What follows belongs to an exercise in optimizing a design on an open flow for small area; a production flow would make more cautious choices. The RTL was checked by simulation tests, not by an equivalence proof against the original design. Power figures rest on the tool's default switching activity, not on a simulated workload.

==> config.mk <==
export PLATFORM = sky130hd
export DESIGN_NAME = gc_controller_param
export DESIGN_NICKNAME = gc_controller_param
export VERILOG_FILES = /design/flow/design.v
export SDC_FILE = /design/flow/constraint.sdc
export NUM_CORES = 4
export LEC_CHECK = 0
export CAP_MARGIN = 20
export CELL_PAD_IN_SITES_DETAIL_PLACEMENT = 1
export CELL_PAD_IN_SITES_GLOBAL_PLACEMENT = 2
export CORE_MARGIN = 2
export CORE_UTILIZATION = 25
export PLACE_DENSITY = 0.45
export SLEW_MARGIN = 20
==> constraint.sdc <==
create_clock -name core_clock -period 10.0 [get_ports {CLK}]
set_input_delay 2.0000 -clock core_clock [delete_from_list [all_inputs] [get_ports {CLK}]]
set_output_delay 2.0000 -clock core_clock [all_outputs]
set_load 0.01 [all_outputs]
==> design.v <==
module gc_controller_param #(
    parameter int BLK_W         = 8,
    parameter int PAGES_PER_BLK = 64,
    parameter int FREE_HIGH     = 8,
    parameter int FREE_LOW      = 2
) (
    input  logic             CLK,
    input  logic             nRST,
    input  logic             gc_ini,
    input  logic             gc_start,
    input  logic             invalid_flag,
    input  logic [BLK_W-1:0] invalid_blk_num,
    input  logic             new_active_request,
    input  logic             move_done_flag,
    output logic             gc_request,
    output logic             gc_interrupt,
    output logic             req_done,
    output logic [BLK_W-1:0] erase_blk_num,
    output logic [BLK_W-1:0] active_blk_num,
    output logic             move_flag,
    output logic [BLK_W:0]   free_cnt,
    output logic             busy
);
    localparam int NUM_BLK = 1 << BLK_W;
    localparam int PC_W    = $clog2(PAGES_PER_BLK + 1);
    localparam logic [PC_W-1:0]  PC_MAX      = PC_W'(PAGES_PER_BLK);
    localparam logic [BLK_W-1:0] LAST_IDX    = BLK_W'(NUM_BLK - 1);
    localparam logic [BLK_W-1:0] ONE_BLK     = BLK_W'(1);
    localparam logic [BLK_W:0]   ONE_FC      = (BLK_W + 1)'(1);
    localparam logic [BLK_W:0]   FREE_HIGH_C = (BLK_W + 1)'(FREE_HIGH);
    localparam logic [BLK_W:0]   FREE_LOW_C  = (BLK_W + 1)'(FREE_LOW);
    typedef enum logic [2:0] {
        ST_UNINIT,
        ST_INIT,
        ST_IDLE,
        ST_REQ,
        ST_SCAN,
        ST_MOVE,
        ST_ERASE,
        ST_DONE
    } state_t;
    state_t           state_q, state_d;
    logic [BLK_W-1:0] idx_q, idx_d;
    logic [BLK_W-1:0] rd_ptr_q, rd_ptr_d;
    logic [BLK_W-1:0] wr_ptr_q, wr_ptr_d;
    logic [BLK_W:0]   free_cnt_q, free_cnt_d;
    logic [BLK_W-1:0] active_q, active_d;
    logic [BLK_W-1:0] erase_blk_q, erase_blk_d;
    logic [BLK_W-1:0] best_blk_q, best_blk_d;
    logic [PC_W-1:0]  best_cnt_q, best_cnt_d;
    logic             best_vld_q, best_vld_d;
    logic             gc_request_q, gc_request_d;
    logic             gc_interrupt_q, gc_interrupt_d;
    logic             req_done_q, req_done_d;
    logic             move_flag_q, move_flag_d;
    logic             busy_q, busy_d;
    logic [PC_W-1:0]  inv_cnt_q [NUM_BLK];
    logic             closed_q  [NUM_BLK];
    logic [BLK_W-1:0] fifo_q    [NUM_BLK];
    logic             inc_en;
    logic [BLK_W-1:0] inc_blk;
    logic             clr_en;
    logic [BLK_W-1:0] clr_blk;
    logic             close_en;
    logic [BLK_W-1:0] close_blk;
    logic             push_en;
    logic [BLK_W-1:0] push_data;
    logic             pop_en;
    logic             live;
    logic             cand;
    logic             take;
    logic             nb_vld;
    logic [PC_W-1:0]  nb_cnt;
    logic [BLK_W-1:0] nb_blk;
    always_comb begin
        state_d     = state_q;
        idx_d       = idx_q;
        rd_ptr_d    = rd_ptr_q;
        wr_ptr_d    = wr_ptr_q;
        free_cnt_d  = free_cnt_q;
        active_d    = active_q;
        erase_blk_d = erase_blk_q;
        best_blk_d  = best_blk_q;
        best_cnt_d  = best_cnt_q;
        best_vld_d  = best_vld_q;
        inc_en    = 1'b0;
        inc_blk   = invalid_blk_num;
        clr_en    = 1'b0;
        clr_blk   = idx_q;
        close_en  = 1'b0;
        close_blk = active_q;
        push_en   = 1'b0;
        push_data = idx_q;
        pop_en    = 1'b0;
        cand   = 1'b0;
        take   = 1'b0;
        nb_vld = best_vld_q;
        nb_cnt = best_cnt_q;
        nb_blk = best_blk_q;
        live = (state_q != ST_UNINIT) && (state_q != ST_INIT);
        if (live && invalid_flag) begin
            inc_en = 1'b1;
        end
        if (gc_ini) begin
            state_d    = ST_INIT;
            idx_d      = '0;
            rd_ptr_d   = '0;
            wr_ptr_d   = '0;
            free_cnt_d = '0;
            best_vld_d = 1'b0;
            best_cnt_d = '0;
            best_blk_d = '0;
        end else begin
            case (state_q)
                ST_UNINIT: begin
                    state_d = ST_UNINIT;
                end
                ST_INIT: begin
                    clr_en  = 1'b1;
                    clr_blk = idx_q;
                    if (idx_q != '0) begin
                        push_en   = 1'b1;
                        push_data = idx_q;
                    end
                    idx_d = idx_q + ONE_BLK;
                    if (idx_q == LAST_IDX) begin
                        state_d  = ST_IDLE;
                        active_d = '0;
                    end
                end
                ST_IDLE: begin
                    if (free_cnt_q < FREE_HIGH_C) begin
                        state_d = ST_REQ;
                    end
                end
                ST_REQ: begin
                    if (gc_start) begin
                        state_d    = ST_SCAN;
                        idx_d      = '0;
                        best_vld_d = 1'b0;
                        best_cnt_d = '0;
                        best_blk_d = '0;
                    end else if (free_cnt_q >= FREE_HIGH_C) begin
                        state_d = ST_IDLE;
                    end
                end
                ST_SCAN: begin
                    cand = closed_q[idx_q] && (idx_q != active_q);
                    take = cand && (!best_vld_q || (inv_cnt_q[idx_q] > best_cnt_q));
                    if (take) begin
                        nb_vld = 1'b1;
                        nb_cnt = inv_cnt_q[idx_q];
                        nb_blk = idx_q;
                    end
                    best_vld_d = nb_vld;
                    best_cnt_d = nb_cnt;
                    best_blk_d = nb_blk;
                    idx_d      = idx_q + ONE_BLK;
                    if (idx_q == LAST_IDX) begin
                        erase_blk_d = nb_blk;
                        if (!nb_vld || (nb_cnt == '0)) begin
                            state_d = ST_DONE;
                        end else if (nb_cnt == PC_MAX) begin
                            state_d = ST_ERASE;
                        end else begin
                            state_d = ST_MOVE;
                        end
                    end
                end
                ST_MOVE: begin
                    if (move_done_flag) begin
                        state_d = ST_ERASE;
                    end
                end
                ST_ERASE: begin
                    clr_en    = 1'b1;
                    clr_blk   = erase_blk_q;
                    push_en   = 1'b1;
                    push_data = erase_blk_q;
                    state_d   = ST_DONE;
                end
                ST_DONE: begin
                    state_d = ST_IDLE;
                end
                default: begin
                    state_d = ST_UNINIT;
                end
            endcase
            if (live && new_active_request && (free_cnt_q != '0)) begin
                pop_en = 1'b1;
            end
        end
        if (pop_en) begin
            close_en  = 1'b1;
            close_blk = active_q;
            active_d  = fifo_q[rd_ptr_q];
            rd_ptr_d  = rd_ptr_q + ONE_BLK;
        end
        if (push_en) begin
            wr_ptr_d = wr_ptr_q + ONE_BLK;
        end
        if (push_en && !pop_en) begin
            free_cnt_d = free_cnt_q + ONE_FC;
        end else if (pop_en && !push_en) begin
            free_cnt_d = free_cnt_q - ONE_FC;
        end
        gc_request_d   = (state_d == ST_REQ);
        gc_interrupt_d = (state_d == ST_REQ) && (free_cnt_d <= FREE_LOW_C);
        req_done_d     = (state_d == ST_DONE);
        move_flag_d    = (state_d == ST_MOVE);
        busy_d         = (state_d == ST_INIT) || (state_d == ST_SCAN) ||
                         (state_d == ST_MOVE) || (state_d == ST_ERASE) ||
                         (state_d == ST_DONE);
    end
    always_ff @(posedge CLK) begin
        if (!nRST) begin
            state_q        <= ST_UNINIT;
            idx_q          <= '0;
            rd_ptr_q       <= '0;
            wr_ptr_q       <= '0;
            free_cnt_q     <= '0;
            active_q       <= '0;
            erase_blk_q    <= '0;
            best_blk_q     <= '0;
            best_cnt_q     <= '0;
            best_vld_q     <= 1'b0;
            gc_request_q   <= 1'b0;
            gc_interrupt_q <= 1'b0;
            req_done_q     <= 1'b0;
            move_flag_q    <= 1'b0;
            busy_q         <= 1'b0;
        end else begin
            state_q        <= state_d;
            idx_q          <= idx_d;
            rd_ptr_q       <= rd_ptr_d;
            wr_ptr_q       <= wr_ptr_d;
            free_cnt_q     <= free_cnt_d;
            active_q       <= active_d;
            erase_blk_q    <= erase_blk_d;
            best_blk_q     <= best_blk_d;
            best_cnt_q     <= best_cnt_d;
            best_vld_q     <= best_vld_d;
            gc_request_q   <= gc_request_d;
            gc_interrupt_q <= gc_interrupt_d;
            req_done_q     <= req_done_d;
            move_flag_q    <= move_flag_d;
            busy_q         <= busy_d;
        end
    end
    always_ff @(posedge CLK) begin
        if (!nRST) begin
            for (int i = 0; i < NUM_BLK; i++) begin
                inv_cnt_q[i] <= '0;
                closed_q[i]  <= 1'b0;
            end
        end else begin
            if (inc_en && (inv_cnt_q[inc_blk] != PC_MAX)) begin
                inv_cnt_q[inc_blk] <= inv_cnt_q[inc_blk] + PC_W'(1);
            end
            if (close_en) begin
                closed_q[close_blk] <= 1'b1;
            end
            if (clr_en) begin
                inv_cnt_q[clr_blk] <= '0;
                closed_q[clr_blk]  <= 1'b0;
            end
        end
    end
    always_ff @(posedge CLK) begin
        if (push_en) begin
            fifo_q[wr_ptr_q] <= push_data;
        end
    end
    assign gc_request     = gc_request_q;
    assign gc_interrupt   = gc_interrupt_q;
    assign req_done       = req_done_q;
    assign erase_blk_num  = erase_blk_q;
    assign active_blk_num = active_q;
    assign move_flag      = move_flag_q;
    assign free_cnt       = free_cnt_q;
    assign busy           = busy_q;
endmodule
==> run.sh <==
#!/bin/bash
# synth_recipe.tcl (not shown) runs the flow's synth.tcl, then flattens the netlist and writes it again
# the make line also repeats each setting of config.mk as NAME=value (left out here)
make -C /OpenROAD-flow-scripts/flow DESIGN_CONFIG=/design/flow/config.mk WORK_HOME=/design/flow/orfs CLKGATE_MAP_FILE= SYNTH_SCRIPT=/design/flow/synth_recipe.tcl finish
==> metrics.cfg <==
[status]
outcome=timing/DRC/antenna clean

[synthesis]
synth.most_common_cell=dfxtp_1
synth-seq-cells=4185
synth.largest_area_cell=edfxtp_1
yosys-top-cells-count=dfxtp_1, edfxtp_1, nand2_1
ys_seq_area_share_pct=53.3
syn_nets=15100
yosysTopAreaCellShare_pct=31.4
ys_async_sr_fraction_pct=0
synth_ff_type=dfxtp_1
ys_types=85
syn_inst=15000
mappedNetlistArea_um2=196000
synth_edf_count=2048
yosysWarningCount=1
syn_avg_cell_area_um2=13.0
synth_area_leaders=edfxtp_1, dfxtp_1, mux4_2

[critical_path]
r2r-end=gc_request_q$_SDFF_PN0_
crit_type=reg -> reg
cp.required_ns=10.97
start_kind=register
worstPathArrival_ns=9.30
ff2ff_setup_slack_ns=1.67
crit_fanout=38
r2r.worst_path.cells=19
endpoint_kind=register

[placement]
dp_slack_ns=1.14
detailed_place.area_um2=209000
place_congestion=0.876
io_buffers=44
dp_hpwl_um=663000

[hold_path]
holdPathEnd=best_blk_q[6]$_SDFFE_PP0P_
min_path_cells=2
holdCritPathClass=reg -> reg
hp-start=best_blk_q[6]$_SDFFE_PP0P_

[drt]
drt_pre_antenna_iters=5
drtAntennaViolNets=0
drt_wl_total_um=975000
drt_iter0_drc=12400
drc=0
wl_per_cell_um=37.7
avgViaCountPerCell=5.35
vias=138000

[global_routing]
grt_overflow=0
grt_pass1_wl_um=1320000
antenna_found_initial=96
gr-usage-all-layers_pct=24.1
grt_pass1_vias=140000
grt_max_degree=165

[clock_network]
cts_tree=yes
cts_buffers=541
post-cts-setup-buffer-count=0
path_clk_slew_ns=0.06
cts.sinks=4185
ctsLongestPathBuffers=4
htree_levels=6
cts-hold-fix-buffers=0
cts_root_buf=clkbuf_16
clk_latency_ns=1.11
cts_resized=0

[timing]
setup_slack_ns=1.67
fmax_mhz=120
relSlewSlack_pct=12.9
rsz0062_at_grt=false
finalSetupTns_ns=0
slew_violations=0
worstMarginPinSlew_ns=1.30
hold_viol=0
setup_viol=0
fin_crit_ns=8.33
fin_skew_ns=0.0806
min_period_over_period_pct=83.3

[power]
power.share.combinational_pct=3.6
p_sw_mw=9.34
switching_share_pct=24.2
seqPwrFrac_pct=46.2
pwr-share-clk_pct=50.2
power_density_nw_per_um2=171
peakVddDrop_mv=0.181
p_leak_nw=69.9
p_int_mw=29.3

[floorplan]
initial_core_util_pct=25.1
row_count=324
die_area_um2=790000
dieWidth_um=889
core_area_um2=779000
ios=45
die_h_um=889

[final_layout]
stdcell_area_um2=226000
multi_input_area_um2=86700
drive_above_1_share_pct=22.6
syn2layout_area_growth_pct=15.7
register_area_um2=104000
final_nets=15000
fillers=83200

[run]
maxCapViolations=0

## power by group through the flow
stage / Combinational, mW / Clock [mW] / Sequential, mW
after floorplan: 0.769 / 0 / 18.2
after global placement: 1.43 / 0 / 18.2
after detailed placement: 1.42 / 0 / 18.2
after CTS: 1.42 / 19.9 / 17.8
after global routing: 1.44 / 20.5 / 17.8
final: 1.40 / 19.4 / 17.8
## worst max-delay path by stage
stage	start	to	depth (start not counted)
floorplan	gc_ini	inv_cnt_q[41][6]$_SDFFE_PP0P_	11
global placement	invalid_blk_num[0]	inv_cnt_q[246][4]$_SDFFE_PP0P_	18
detailed placement	invalid_blk_num[0]	inv_cnt_q[246][4]$_SDFFE_PP0P_	18
CTS	register	gc_request_q$_SDFF_PN0_	19
global route	register	gc_request_q$_SDFF_PN0_	19
finish	register	gc_request_q$_SDFF_PN0_	19
## worst max-delay path, stage by stage, from the launching register on
cell	delay [ns]
dfxtp_4	0.74
buf_12	0.35
clkinv_2	0.64
buf_4	0.58
mux2i_1	0.84
o22ai_1	0.35
a2111oi_0	0.93
and4b_1	0.43
ha_1	0.35
nor2b_1	0.13
o21ai_0	0.13
nand2b_1	0.08
a21oi_1	0.19
o21ai_0	0.10
a21oi_1	0.56
nor2_2	0.30
a31oi_1	0.57
nor3b_1	0.42
nor3b_1	0.14
nor3b_1	0.17
## layer usage
metal / routed length [um] / part of all wire [%] / up-vias / GRT usage, %
met1: 429000 / 44 / 75100 / 32.8
li1: - / - / 58100 / -
met2: 455000 / 47 / 4024 / 39.0
met5: 86 / 0.0088 / - / 0
met3: 46100 / 4.7 / 1148 / 3.12
met4: 44300 / 4.5 / 14 / 9.40
## kinds of logic (layout without fill, tap and decap cells)
family | after synthesis | in the layout | share of synthesized area, %
buffers and inverters | 1174 | 1496 | 2.83
other | 0 | 48 | 0
adders and majority gates | 19 | 19 | 0.122
and+or+nand+nor | 5205 | 5205 | 13.4
DFF | 4185 | 4185 | 53.3
xor gates and xnor gates | 42 | 42 | 0.188
AOI/OAI and AO/OA | 1910 | 1910 | 6.15
muxes | 2505 | 2505 | 24.0
## state kept, by name (all words and copies together) (netlist names), 3 cells and up, named ones only
| register | count |
|---|---|
| fifo_q | 2048 |
| erase_blk_q | 8 |
| active_q | 8 |
| closed_q | 256 |
| inv_cnt_q | 1792 |
| best_blk_q | 8 |
| rd_ptr_q | 8 |
| idx_q | 8 |
| state_q | 3 |
| best_cnt_q | 7 |
| wr_ptr_q | 8 |
| free_cnt_q | 9 |
## cell usage in the layout (no fill, tap or decap), drive strengths merged, types with 10 or more instances in the layout
cell,instances
nor2,1599
nand3,716
a22o,27
a2111oi,11
mux2,654
nand4,34
ha,19
inv,70
a21oi,613
nand2,1822
bufinv,20
a22oi,374
mux4,1679
clkinv,131
clkdlybuf4s50,35
xor2,23
xnor2,19
and3,15
nor2b,51
o21ai,42
nand2b,34
diode,48
mux2i,172
nand3b,513
a211oi,22
nor3b,10
o22ai,704
clkbuf,770
and2,19
dfxtp,2137
a31oi,13
a221oi,16
nor3,316
o2111ai,10
buf,464
nor4,21
edfxtp,2048
## area by class of cell
cell class,instances,share of cell area (%)
multi-input combinational,9681,38.3
timing repair buffer,499,2.13
clock buffer,770,6.76
antenna,48,0.0531
inverter,38,0.0990
clock inverter,189,0.755
sequential,4185,46.1
tap,10400,5.77
## metrics by stage
stage               utilization, %  instances  hold slack (ns)  total power, mW
finish                        29.0      25800            0.487             38.6
floorplan                        -      15000            0.442             19.0
CTS                           29.0      25800            0.486             39.1
detailed placement            26.8      24800            0.473             19.6
global placement              26.8      24800            0.460             19.6
global route                  29.0      25800            0.503             39.8

==> re-timing with driven ports <==
The flow's constraints put no driver on any port. The routed layout listed below was extracted and timed again, unchanged, in two steps.
Step 1, drivers: a clkbuf_16 drives CLK and a buf_2 each remaining input, both assumed.
Step 2 moves the port delays by t, midway between the first and last clock arrival at a register: inputs arrive t later, outputs are due t later. That takes back most of the time a late clock gives input paths.
a / b / c = no drivers / after step 1 / after step 2; a / b = the first two.
t (ns): 1.225
setup WS [ns]: 1.668 / 1.668 / 1.249
worst data-port slew with drivers (ns): 0.14
After both steps this run still meets setup and hold. For this run, drivers alone change the setup slack by 0.000 ns; drivers and shift together by -0.419 ns.
